Background: an optimization exercise with open tools, aiming at small area, a short achievable clock period and few clock cycles per item. Do not read the settings as production practice.
Function was checked by simulation only, so behaviour that the tests miss may differ from the original.

## flow/design.v (module list and top-level ports; edited modules follow where they fit)
// module ypdt_divider: 45 lines
// module yaw_pid_differential_thrust: 4009 lines
module yaw_pid_differential_thrust (
  input  logic                                     clk,
  input  logic                                     rst_n,
  input  logic                                     in_valid,
  output logic                                     in_stall,
  input  logic signed [ypdt_pkg::ANGLE_W-1:0]      in_heading_now,
  input  logic signed [ypdt_pkg::ANGLE_W-1:0]      in_heading_goal,
  input  logic signed [ypdt_pkg::SPEED_W-1:0]      in_forward_speed,
  input  logic        [ypdt_pkg::DT_W-1:0]         in_time_step,
  output logic                                     out_valid,
  input  logic                                     out_stall,
  output logic signed [ypdt_pkg::DRIVE_W-1:0]      out_left_drive,
  output logic signed [ypdt_pkg::DRIVE_W-1:0]      out_right_drive,
  input  logic                                     psel,
  input  logic                                     penable,
  input  logic                                     pwrite,
  input  logic        [ypdt_pkg::ADDR_W-1:0]       paddr,
  input  logic        [ypdt_pkg::DATA_W-1:0]       pwdata,
  output logic        [ypdt_pkg::DATA_W-1:0]       prdata,
  output logic                                     pready
);
  // ...
==> flow/flow/run.sh <==
#!/bin/bash
# The standard layout (standard.sh runs the standard synthesis and the
# ORFS steps unchanged), with the timing repair after placement, CTS and
# global routing asked to leave this much setup slack at the design's clock
# period, so that it sizes up the slow paths of this deeply pipelined design.
set -euo pipefail
bash standard.sh SETUP_SLACK_MARGIN=7 finish > standard_flow.log 2>&1
==> flow/standard.sh <==
#!/bin/bash
# synth_recipe.tcl (not shown) runs the flow's synth.tcl, then flattens the netlist and writes it again
# the make line also repeats each setting of config.mk as NAME=value (left out here)
make -C /OpenROAD-flow-scripts/flow DESIGN_CONFIG=/design/flow/config.mk WORK_HOME=/design/flow/orfs CLKGATE_MAP_FILE= SYNTH_SCRIPT=/design/flow/synth_recipe.tcl "${@:-finish}"
==> flow/config.mk <==
export PLATFORM = sky130hd
export DESIGN_NAME = yaw_pid_differential_thrust
export DESIGN_NICKNAME = yaw_pid_differential_thrust
export VERILOG_FILES = /design/flow/design.v
export SDC_FILE = /design/flow/constraint.sdc
export NUM_CORES = 4
export LEC_CHECK = 0
export CAP_MARGIN = 20
export CORE_MARGIN = 2
export CORE_UTILIZATION = 30
export PLACE_DENSITY = 0.5
export SLEW_MARGIN = 20
==> flow/constraint.sdc <==
create_clock -name core_clock -period 11.0 [get_ports {clk}]
set_input_delay 2.2000 -clock core_clock [delete_from_list [all_inputs] [get_ports {clk}]]
set_output_delay 2.2000 -clock core_clock [all_outputs]
set_load 0.01 [all_outputs]
==> results.ini, run 1 <==
[cts]
cts_tree=done
clkSinkCount=3017

[placed_design]
dp_slack_ns=5.171
placed_cells=26312
place_area_mm2=0.1867

[worst_setup_path]
path_buf_inv=2
critPathSlowestCell=or4b_4
worstSetupStartpointType=flip-flop
cp_max_fo=2
reg2reg_setup_slack_ns=6.78
required_ns=11.89

[final_layout]
nonClkBufAreaFrac=0.03352
seq_area_mm2=0.06134
clkCellAreaFrac=0.05716
utilization=0.3465

[run_status]
so_faults=antenna violations
outcome=failed layout checks

[die]
initial_core_util=0.3006

[logic_synthesis]
yosys-top-cells-count=2953 x dfxtp_1, 1978 x inv_1, 1431 x ha_1
yosysSeqAreaShare=0.3448
synth_compound_gate_area_share=0.2000
synth_top_family_by_area=compound AO/OA/AOI/OAI gates
synth_area_leaders=dfxtp_1 33%, ha_1 10%, fa_1 9.0%
synth_top_area_cell=dfxtp_1
yosys.area_share.simple=0.09867
synthCells=19164
synth-xor-area-share=0.07897

[timing]
whs_ns=0.2758
slew_violations=0
slew_headroom=0.1960
rsz0062_at_grt=true

[global_routing]
grt_max_degree=95
grt-ovfl-total=0
gr-max-usage-layer=met2
grt_use_total=0.1818

[drt]
ant_nets=1

Testbench counts, summed over its fixed seeds: cycles 1,376, items 1,200.
==> run 2, diff against run 1 <==
--- a/flow/flow/run.sh
+++ b/flow/flow/run.sh
@@ -4,4 +4,4 @@
 # global routing asked to leave this much setup slack at the design's clock
 # period, so that it sizes up the slow paths of this deeply pipelined design.
 set -euo pipefail
-bash standard.sh SETUP_SLACK_MARGIN=7 finish > standard_flow.log 2>&1
+bash standard.sh SETUP_SLACK_MARGIN=6.5 finish > standard_flow.log 2>&1
==> run 2 against run 1 <==
  * Now clean on timing, DRC and antenna
  * Final area shrank 2.2%
  * Critical endpoint is now sbf1[36]
  * Sequential cell count did not move
  * Global-route usage down 0.15 points
  * Worst setup slack lost 0.21 ns
  * Critical path depth shrank 4
==> results.ini, run 2 <==
[run_status]
outcome=finished clean

[placed_design]
gp_congestion=0.8878
place_area_mm2=0.1866  ; about the same
numPortBuffers=174
dp_slack_ns=5.173  ; +0.002050 ns
dp_hpwl_um=410000
placed_cells=26309  ; -0.011%

[final_layout]
num-nets-final=21194
synthToLayoutAreaGrowth_pct=12.75
final_cell_count_no_fill=26989
final_cell_mix=2879 x dfxtp_1, 1970 x inv_1, 1431 x ha_1, 1293 x nand2_1, 1098 x a21oi_1
drive_above_1_share=0.06834
utilization=0.3389  ; -0.007564
largest_registers=ka_r x57, saf1 x57, sbf1 x56
final_common_cell=dfxtp_1
finish.instance_area_mm2=0.1996

[die]
initial_core_util=0.3006  ; unchanged
dieWidth_um=772.1
die_h_um=772.1
io-pin-count=180
core-area_mm2=0.5889
dieArea_mm2=0.5962
placementRows=282

[timing]
tightest_slew_ns=1.194
max_freq_mhz=225.4
clock_skew_ns=0.06072
finalCritPeriodShare=0.4033
setup_violations=0
slew_headroom=0.1953  ; -0.0007160
rsz0062_at_grt=false
slew_violations=0  ; unchanged
setup_slack_ns=6.564
post-route-min-period_ns=4.436
hold_viol=0
final.setup.tns_ns=0

[cts]
clkSinkCount=3017  ; unchanged
clkSlewWorstSetupHoldPaths_ns=0.06
cts_tree=done
clockRootBuffer=clkbuf_16
clk_path_buf_depth=4
insertion_delay_ns=1.00
cts_buffers=332
htreeDepth=5
holdBufCountCts=0

[logic_synthesis]
ys.flop_type=dfxtp_1
synth_async_sr_flop_share=0
synth_fp_nets=21503
synth_top_area_frac=0.3340
syn_avg_cell_area_um2=9.237
yosys_warnings=1
synth_area_leaders=dfxtp_1 33%, ha_1 10%, fa_1 9.0%
synth.most_common_cell=dfxtp_1
yosys-top-cells-count=2953 x dfxtp_1, 1978 x inv_1, 1431 x ha_1
syn_area_mm2=0.1770
yosysSeqAreaShare=0.3448  ; unchanged
synth_top_area_cell=dfxtp_1
synthCells=19164  ; unchanged
synth-edff-count=64
synth_cell_type_count=104
ys_ff_latch=3017

[drt]
ant_nets=0  ; -1
vias=137079
drc=0
routedWlPerCell_um=20.59
routed_wl_um=555800
drtIter0Drc=10522
via_per_inst=5.079
first_pass_iters=7

[worst_setup_path]
critPathSlowestCell=fa_1
required_ns=11.85  ; -0.04 ns
reg2reg_setup_slack_ns=6.56  ; -0.21 ns
arrival_ns=5.28
cpPeakStageDelay_ns=0.54
worstSetupStartpointType=flip-flop
crit_path_end_kind=flip-flop
cp_common_cell=fa_1
cp_max_fo=41  ; +39
path_class=reg -> reg
crit_chain=buf_4 > o21ai_0 > nand2_1 > xor2_1 > inv_1 > fa_1 > inv_1 > fa_1 > fa_1 > fa_1 > inv_1 > fa_1

[global_routing]
antenna_found_initial=38
grt_max_degree=95  ; unchanged
grt-ovfl-total=0  ; unchanged
grt_pass1_vias=133970
grt_pass1_wl_um=838700
grt_use_total=0.1803  ; -0.001513

[hold_path]
hold_path_class=reg -> reg

[flow_run]
cap_violations=0

## run 2: cells by family (layout without fill, tap and decap cells)
logic type,Yosys count,count (layout),synth area share
buffers and inverters,3119,3081,0.06661
flip-flops,3017,3017,0.3448
multiplexers,281,281,0.01819
AO/OA/AOI/OAI,5133,5133,0.2000
AND/OR/NAND/NOR,3762,3762,0.09867
XOR/XNOR,1596,1596,0.07897
other,1,54,0.00002119
adder cells (fa/ha/maj),2255,2255,0.1927
## run 2: worst max-delay path, delay by kind of cell (launching register included)
| family | cells | cell delay (ns) |
|---|---|---|
| DFF | 1 | 0.31 |
| and+or+nand+nor | 1 | 0.12 |
| xor gates and xnor gates | 1 | 0.32 |
| buffers and inverters | 4 | 0.71 |
| AOI/OAI and AO/OA | 1 | 0.18 |
| adders and majority gates | 5 | 2.51 |
## run 2: worst paths after layout
| check | start | end | depth (start not counted) |
|---|---|---|---|
| max reg2reg | gain_d_r[23] | sbf1[36] | 12 |
| min reg2reg | ed14[7] | ed15[7] | 0 |
| max | gain_d_r[23] | sbf1[36] | 12 |
| min | ed14[7] | ed15[7] | 0 |
## run 2: cell type report
cell class                 instances  area [um^2]
antenna                           53        132.6
clock buffer                     433         9379
clock inverter                   172         2619
fill                           60063       389300
inverter                        1991         7520
multi-input combinational      13028       104800
sequential                      3017        61140
tap                             7810         9772
timing repair buffer             484         4228
timing repair inverter             1        5.005
## run 2: what timing repair did
item                       in CTS  in global routing
pin swaps                       6                 11
cloned                          3                  2
resized for setup              61                107
setup buffers                   7                 10
setup endpoints to repair     143                198
## run 2: stage by stage
stage | hold WS [ns]
4_1_cts | 0.2677
5_1_grt | 0.2782
6_report | 0.2884
3_5_place_dp | 0.3118
3_3_place_gp | 0.3099
2_1_floorplan | 0.3096
## run 2: per-layer routing
layer / vias up / wire length (um) / GRT usage
li1: 66075 / - / -
met1: 65917 / 241500 / 0.2346
met2: 4181 / 256600 / 0.2967
met3: 900 / 31950 / 0.02491
met4: 6 / 25690 / 0.08088
met5: - / 40 / 0
==> run 3, diff against run 2 <==
==> flow/flow/run.sh (replaced) <==
#!/bin/bash
# The standard layout (standard.sh runs the standard synthesis and the
# ORFS steps unchanged), with the timing repair after placement, CTS and
# global routing asked to leave this much setup slack at the design's clock
# period, so that it sizes up the slow paths of this deeply pipelined design;
# gate cloning is left out of that repair.
set -euo pipefail
bash standard.sh SETUP_SLACK_MARGIN=6.75 SKIP_GATE_CLONING=1 finish > standard_flow.log 2>&1
==> run 3 against run 2 <==
  * Still clean
  * Global-route usage decreased by 0.082 points
  * First-iteration DRC count is 2.9% higher
  * Area after synthesis unchanged
  * Critical path type unchanged
==> results.ini, run 3 <==
[cts]
htreeDepth=5  ; unchanged
cts_tree=done
clkSlewWorstSetupHoldPaths_ns=0.07  ; about the same
holdBufCountCts=0  ; unchanged
clockRootBuffer=clkbuf_16
clk_path_buf_depth=4  ; unchanged
cts_buffers=332  ; unchanged
insertion_delay_ns=0.99  ; about the same
clkSinkCount=3017  ; unchanged

[logic_synthesis]
synth_cell_type_count=104  ; unchanged
synth.most_common_cell=dfxtp_1
yosys_warnings=1  ; unchanged
synth_top_area_frac=0.3340  ; unchanged
yosysSeqAreaShare=0.3448  ; unchanged
synth_top_area_cell=dfxtp_1
ys.flop_type=dfxtp_1
synth-edff-count=64  ; unchanged
synth_fp_nets=21503  ; unchanged
ys_ff_latch=3017  ; unchanged
yosys-top-cells-count=2953 x dfxtp_1, 1978 x inv_1, 1431 x ha_1
synth_area_leaders=dfxtp_1 33%, ha_1 10%, fa_1 9.0%
synthCells=19164  ; unchanged
syn_avg_cell_area_um2=9.237  ; unchanged
syn_area_mm2=0.1770  ; unchanged
synth_async_sr_flop_share=0  ; unchanged

[final_layout]
largest_registers=ka_r x57, saf1 x57, sbf1 x56
fill_cells=60127  ; +0.11%
seq_area_mm2=0.06119  ; about the same
synthToLayoutAreaGrowth_pct=13.29
multi_input_area_mm2=0.1054  ; +0.60%
final_cell_mix=2856 x dfxtp_1, 1964 x inv_1, 1425 x ha_1, 1293 x nand2_1, 1086 x a21oi_1
final_common_cell=dfxtp_1
drive_above_1_share=0.07602  ; +0.007688
num-nets-final=21233  ; +0.18%

[timing]
finalCritPeriodShare=0.3965  ; -0.006766
max_freq_mhz=229.3  ; +1.7%
tightest_slew_ns=1.215  ; +0.02048 ns
hold_viol=0  ; unchanged
setup_violations=0  ; unchanged
clock_skew_ns=0.07036  ; +0.009638 ns
slew_violations=0  ; unchanged
final.setup.tns_ns=0  ; unchanged
rsz0062_at_grt=true
slew_headroom=0.1889  ; -0.006344
post-route-min-period_ns=4.361  ; -0.07443 ns
whs_ns=0.2808  ; -0.007586 ns

[hold_path]
holdPathStages=0  ; unchanged
hold_path_class=reg -> reg

[drt]
vias=137207  ; +0.093%
routed_wl_um=553800  ; -0.36%
via_per_inst=5.076  ; about the same
drtIter0Drc=10827  ; +2.9%
ant_nets=0  ; unchanged
drc=0  ; unchanged
routedWlPerCell_um=20.49  ; -0.50%
first_pass_iters=9  ; +2

[placed_design]
gp_congestion=0.8828  ; -0.56%
dp_hpwl_um=408700  ; -0.33%
numPortBuffers=174  ; unchanged

[global_routing]
grt-ovfl-total=0  ; unchanged
antenna_found_initial=37  ; -2.6%
grt_use_total=0.1794  ; -0.0008182
grt_pass1_wl_um=835400  ; -0.39%
grt_pass1_vias=133611  ; -0.27%
grt_max_degree=95  ; unchanged

[die]
initial_core_util=0.3006  ; unchanged
io-pin-count=180  ; unchanged
placementRows=282  ; unchanged
dieWidth_um=772.1  ; unchanged
core-area_mm2=0.5889  ; unchanged
die_h_um=772.1  ; unchanged
dieArea_mm2=0.5962  ; unchanged

[worst_setup_path]
path_class=reg -> reg
reg2reg_setup_slack_ns=6.64  ; +0.07 ns
arrival_ns=5.26  ; -0.02 ns
reg2regPathDepth=16  ; +4
crit_path_end_kind=flip-flop
worstSetupStartpointType=flip-flop
required_ns=11.90  ; +0.05 ns
cp_max_fo=3  ; -93%

[flow_run]
cap_violations=0  ; unchanged

[run_status]
outcome=finished clean

-- run 3: worst max-delay path, cell delays in order (launching register included) --
cell,delay [ns]
dfxtp_4,0.36
inv_4,0.06
fa_2,0.20
inv_1,0.05
fa_2,0.36
a21o_1,0.18
a211o_1,0.31
a2111oi_4,0.36
nor2_1,0.09
xnor2_1,0.25
a21oi_1,0.12
or4b_1,0.54
or4_4,0.45
o31ai_4,0.27
nand2_1,0.09
a2111o_1,0.45
o311ai_2,0.11
-- run 3: final timing paths --
path	startpoint	end
max	spf2[0]	df3[0]
max reg2reg	spf2[0]	df3[0]
min	qd11[6]	qd12[8]
min reg2reg	qd11[6]	qd12[8]
-- run 3: logic make-up (layout without fill, tap and decap cells) --
logic type,after synthesis,count (layout),share of synthesized area
AO/OA/AOI/OAI,5133,5133,0.2000
AND/OR/NAND/NOR,3762,3762,0.09867
multiplexers,281,281,0.01819
adder cells (fa/ha/maj),2255,2255,0.1927
XOR/XNOR,1596,1596,0.07897
buffers and inverters,3119,3120,0.06661
other,1,54,0.00002119
flip-flops,3017,3017,0.3448
-- run 3: per-layer routing --
layer	vias to the layer above	routed length (um)	GRT usage
li1	66120	-	-
met1	65999	240200	0.2331
met2	4155	258500	0.2996
met3	927	31210	0.02507
met4	6	23870	0.07216
met5	-	45	0
-- run 3: final cells by class --
class / instances / share of cell area
sequential: 3017 / 0.3052
tap: 7810 / 0.04873
clock buffer: 441 / 0.04688
clock inverter: 164 / 0.01191
inverter: 1991 / 0.03757
multi-input combinational: 13028 / 0.5257
timing repair buffer: 524 / 0.02344
antenna: 53 / 0.0006614
-- run 3: timing repair --
action / 4_1_cts / 5_1_grt
pin swaps: 20 / 34
endpoints found under the setup margin: 231 / 289
gates resized for setup: 181 / 213
buffers inserted: 29 / 27
-- run 3: through the flow --
step	util	setup WS (ns)	std cells	area (um^2)
after floorplan	-	6.666	19164	177100
after global placement	0.3169	5.205	26313	186600
after detailed placement	0.3169	5.161	26313	186600
after CTS	0.3385	6.624	26947	199300
after global routing	0.3405	6.505	27018	200500
final	0.3405	6.639	27028	200500

afterwards: timing with drivers on the ports:
How much do the figures lean on ideal ports? The routed layouts below were timed once more, with nothing changed but the port constraints.
Step 1: set_driving_cell puts a clkbuf_16 on clk and a buf_2 on each other input, an assumption about the parent block.
Step 2, shift: input delay + t, output delay - t, t = (earliest + latest rising clock arrival at the registers) / 2. This alone moves slack from input paths to output paths.
Three values: ideal, step 1, step 2; two values: the first two.
run	shift t [ns]	setup WS [ns]	worst setup path at the end	worst data-port slew with drivers (ns)	cell pins on the clock port's net
run 1	1.091	6.777 / 6.777 / 6.159	input to register	0.07	1
run 2	1.103	6.564 / 6.564 / 5.660	input to register	0.08	1
run 3	1.075	6.639 / 6.639 / 5.880	input to register	0.07	1
The setup slack of run 2, which loses most, moves by 0.000 ns with the drivers and by -0.904 ns with both steps.
